From an optimization exercise on the open Yosys and OpenROAD flow, aimed at small area and a short achievable clock period; shortcuts taken in it are not production practice. The RTL was checked by simulation tests, not by an equivalence proof against the original design. No activity file was given, so power comes from the tool's default toggle rates. The flow treats the clock pin as an ideal source, which a real chip does not have.

the baseline:
// memory_access
module memory_access (
   input  logic        i_clk,
   input  logic        i_reset,
   input  logic        i_halt,
   input  logic        i_WB_write,
   input  logic        i_WB_mem_to_reg,
   input  logic        i_MEM_read,
   input  logic        i_MEM_write,
   input  logic        i_MEM_unsigned,
   input  logic [1:0]  i_MEM_byte_half_word,
   input  logic [4:0]  i_write_reg,
   input  logic [31:0] i_data_to_write_in_MEM,
   input  logic [31:0] i_ALU_result,
   output logic        o_WB_write,
   output logic        o_WB_mem_to_reg,
   output logic [4:0]  o_write_reg,
   output logic [31:0] o_mem_data,
   output logic [31:0] o_ALU_result
);
==> flow/config.mk <==
export PLATFORM = sky130hd
export DESIGN_NAME = memory_access
export DESIGN_NICKNAME = memory_access
export VERILOG_FILES = /design/flow/design.v
export SDC_FILE = /design/flow/constraint.sdc
export NUM_CORES = 4
export LEC_CHECK = 0
export CAP_MARGIN = 20
export CORE_MARGIN = 2
export CORE_UTILIZATION = 65
export PLACE_DENSITY = 0.75
export SLEW_MARGIN = 20
export SYNTH_HIERARCHICAL = 1
export SYNTH_MINIMUM_KEEP_SIZE = 0
==> flow/constraint.sdc <==
create_clock -name core_clock -period 5.0 [get_ports {i_clk}]
set_input_delay 1.0000 -clock core_clock [delete_from_list [all_inputs] [get_ports {i_clk}]]
set_output_delay 1.0000 -clock core_clock [all_outputs]
set_load 0.01 [all_outputs]
standard.sh (not shown) runs the stock make flow with config.mk's settings and CLKGATE_MAP_FILE= SYNTH_SCRIPT=/design/flow/synth_recipe.tcl, a recipe that flattens the netlist after the stock synthesis.
==> flow/flow/run.sh <==
#!/bin/bash
# Own layout flow: the standard synthesis unchanged, then the standard
# ORFS layout with a lighter clock tree (no dummy loads, larger sink clusters),
# small port buffers, and timing repair aimed beyond the 5 ns constraint.
# Each tool's output goes to a log file in the work folder.
set -euo pipefail
bash standard.sh synth > synth.log 2>&1
bash standard.sh \
  "CTS_ARGS=-sink_clustering_enable -repair_clock_nets -dont_use_dummy_load -sink_clustering_size 16 -sink_clustering_max_diameter 45 -root_buf sky130_fd_sc_hd__clkbuf_16 -buf_list {sky130_fd_sc_hd__clkbuf_8}" \
  "BUFFER_PORTS_ARGS=-buffer_cell sky130_fd_sc_hd__buf_2" \
  SETUP_SLACK_MARGIN=2.3 \
  finish > layout.log 2>&1
The baseline: done, clean on timing, DRC and antenna
For the candidate, these inputs were changed with respect to the baseline:
--- a/flow/flow/run.sh
+++ b/flow/flow/run.sh
@@ -10,3 +10,3 @@
   "BUFFER_PORTS_ARGS=-buffer_cell sky130_fd_sc_hd__buf_2" \
-  SETUP_SLACK_MARGIN=2.3 \
+  SETUP_SLACK_MARGIN=2.5 \
   finish > layout.log 2>&1
### Flow results
- No stage failed in the candidate, and the final checks on the layout all came back clean.
- Diff the baseline -> the candidate: timing-limited maximum frequency rose 21 MHz, final cell count without fillers saw an increase, post-route cell area increased by 5.5% relative to the old numbers, clock-pin transition on the worst setup and hold timing paths now sits at about the same level, proportion of cell area occupied by registers shows a reduction of 2.5 points.
- Met2 capacity usage during global routing (higher): the candidate
- Changes observed in the candidate relative to the baseline: power per unit of standard cell area saw a decrease; fraction of area in non-clock buffers saw an increase.

Another version of the RTL of memory_access (not shown whole).
Size in the first run: ~150 I/O pins, roughly 0.074 mm^2 of cells after synthesis.
Settings: LEC_CHECK=0, CAP_MARGIN=20, CORE_MARGIN=2, CORE_UTILIZATION=50, CTS_BUF_LIST=sky130_fd_sc_hd__clkbuf_4 sky130_fd_sc_hd__clkbuf_8, PLACE_DENSITY=0.6, SLEW_MARGIN=20, SYNTH_HIERARCHICAL=1, SYNTH_MINIMUM_KEEP_SIZE=0; clock period 5.0 ns.
run.sh (not shown) runs the stock make flow with config.mk's settings and CLKGATE_MAP_FILE= SYNTH_SCRIPT=/design/flow/synth_recipe.tcl, a recipe that flattens the netlist after the stock synthesis.
Stock flow here: none of the scripts above is used.
The starting point completed without violations.
Next try:
Settings changed: SETUP_SLACK_MARGIN from default to 2.0.
=>
- The new run finished with timing, DRC and antenna clean
- count of clock-buffer cells in the layout goes up by 15
- worst hold slack improved by 0.057 ns
- die area stays the same
- combinational power goes up by a little under a tenth
- fmax goes up by a quarter to a third
- area after synthesis does not change
- total power barely changes
- setup slack improved by 1.0 ns
Next try:
Settings changed: CTS_BUF_LIST sky130_fd_sc_hd__clkbuf_4 sky130_fd_sc_hd__clkbuf_8 to default, SETUP_SLACK_MARGIN 2.0 to default.
=> The changed run completed with no timing, DRC or antenna violations; wire length falls by a few percent; count of clock-buffer cells in the layout falls by 242; worst setup slack loses 1.0 ns; non-clock buffer count falls by 248; total power rises slightly; register-to-register slack loses 0.03 ns; cell count falls by a few percent; critical path depth does not change; die area is unchanged.

Setup of rev 12:
Another version of the RTL of memory_access (not shown whole).
For scale: about 2100 flip-flops, roughly 150 I/O pins, ~77000 um^2 of cells after synthesis.
clock: 5.0 ns
lec_check: 0
cap_margin: 20
core_margin: 2
core_utilization: 65
place_density: 0.75
slew_margin: 20
synth_hierarchical: 1
synth_minimum_keep_size: 0
standard.sh (not shown) runs the stock make flow with config.mk's settings and CLKGATE_MAP_FILE= SYNTH_SCRIPT=/design/flow/synth_recipe.tcl, a recipe that flattens the netlist after the stock synthesis.
==> flow/flow/run.sh <==
#!/bin/bash
# Own layout flow: the standard synthesis unchanged, then the standard
# ORFS layout with a lighter clock tree (no dummy loads, larger sink clusters),
# small port buffers, and timing repair aimed beyond the 5 ns constraint.
# Each tool's output goes to a log file in the work folder.
set -euo pipefail
bash standard.sh synth > synth.log 2>&1
bash standard.sh \
  "CTS_ARGS=-sink_clustering_enable -repair_clock_nets -dont_use_dummy_load -sink_clustering_size 30 -sink_clustering_max_diameter 80 -buf_list {sky130_fd_sc_hd__clkbuf_8 sky130_fd_sc_hd__clkbuf_16}" \
  "BUFFER_PORTS_ARGS=-buffer_cell sky130_fd_sc_hd__buf_2" \
  SETUP_SLACK_MARGIN=2.0 \
  finish > layout.log 2>&1
The final layout from rev 12, which completed every stage, passed the timing, design-rule and antenna checks at the end of the flow.
The following lists how rev 13 was set up differently from rev 12:
--- a/flow/flow/run.sh
+++ b/flow/flow/run.sh
@@ -7,6 +7,6 @@
 bash standard.sh synth > synth.log 2>&1
 bash standard.sh \
-  "CTS_ARGS=-sink_clustering_enable -repair_clock_nets -dont_use_dummy_load -sink_clustering_size 30 -sink_clustering_max_diameter 80 -buf_list {sky130_fd_sc_hd__clkbuf_8 sky130_fd_sc_hd__clkbuf_16}" \
+  "CTS_ARGS=-sink_clustering_enable -repair_clock_nets -dont_use_dummy_load -sink_clustering_size 20 -sink_clustering_max_diameter 60 -root_buf sky130_fd_sc_hd__clkbuf_16 -buf_list {sky130_fd_sc_hd__clkbuf_8}" \
   "BUFFER_PORTS_ARGS=-buffer_cell sky130_fd_sc_hd__buf_2" \
-  SETUP_SLACK_MARGIN=2.0 \
+  SETUP_SLACK_MARGIN=2.3 \
   finish > layout.log 2>&1
--- outcome ---
Every run (rev 13 and rev 12) finished clean.
Average vias per placed instance in rev 13 is 0.046 above rev 12.
Count of H-tree levels built during CTS | rev 13 above rev 12
Of rev 13 and rev 12, rev 13 shows the higher worst setup slack, with rev 12 below it.

==> port drivers added, routing unchanged <==
How much do the figures lean on ideal ports? The routed layouts below were timed once more, with nothing changed but the port constraints.
Step 1, drivers: a clkbuf_16 drives i_clk and a buf_2 each remaining input, both assumed.
Step 2 also shifts input and output timing later by t, the mid clock arrival at the registers, as if the neighbouring blocks saw the same clock.
Slacks: ideal ports / drivers / drivers and shift; pairs: ideal ports / drivers.
| run | t, ns | slack for setup (ns) | clock arrival spread, ns | worst slew at a driven data input, ns |
|---|---|---|---|---|
| the baseline | 0.860 | 2.220 / 2.078 / 1.218 | 0.093 / 0.094 | 0.29 |
| the candidate | 0.857 | 2.376 / 2.197 / 1.340 | 0.081 / 0.080 | 0.39 |
| the first run of note 2 | 1.082 | 0.252 / 0.304 / -0.778 | 0.044 / 0.044 | 0.14 |
| the second run of note 2 | 1.094 | 1.270 / 1.323 / 0.230 | 0.057 / 0.057 | 0.15 |
| the third run of note 2 | 0.907 | 0.222 / 0.281 / -0.626 | 0.030 / 0.030 | 0.15 |
| rev 12 | 0.786 | 1.941 / 1.877 / 1.090 | 0.051 / 0.051 | 0.35 |
| rev 13 | 0.852 | 2.141 / 1.950 / 1.098 | 0.068 / 0.068 | 0.36 |
With both steps, setup timing fails in the first run of note 2 and the third run of note 2, where it was met with ideal ports. For rev 13, which loses most, drivers alone change the setup slack by -0.191 ns; drivers and shift together by -1.043 ns.
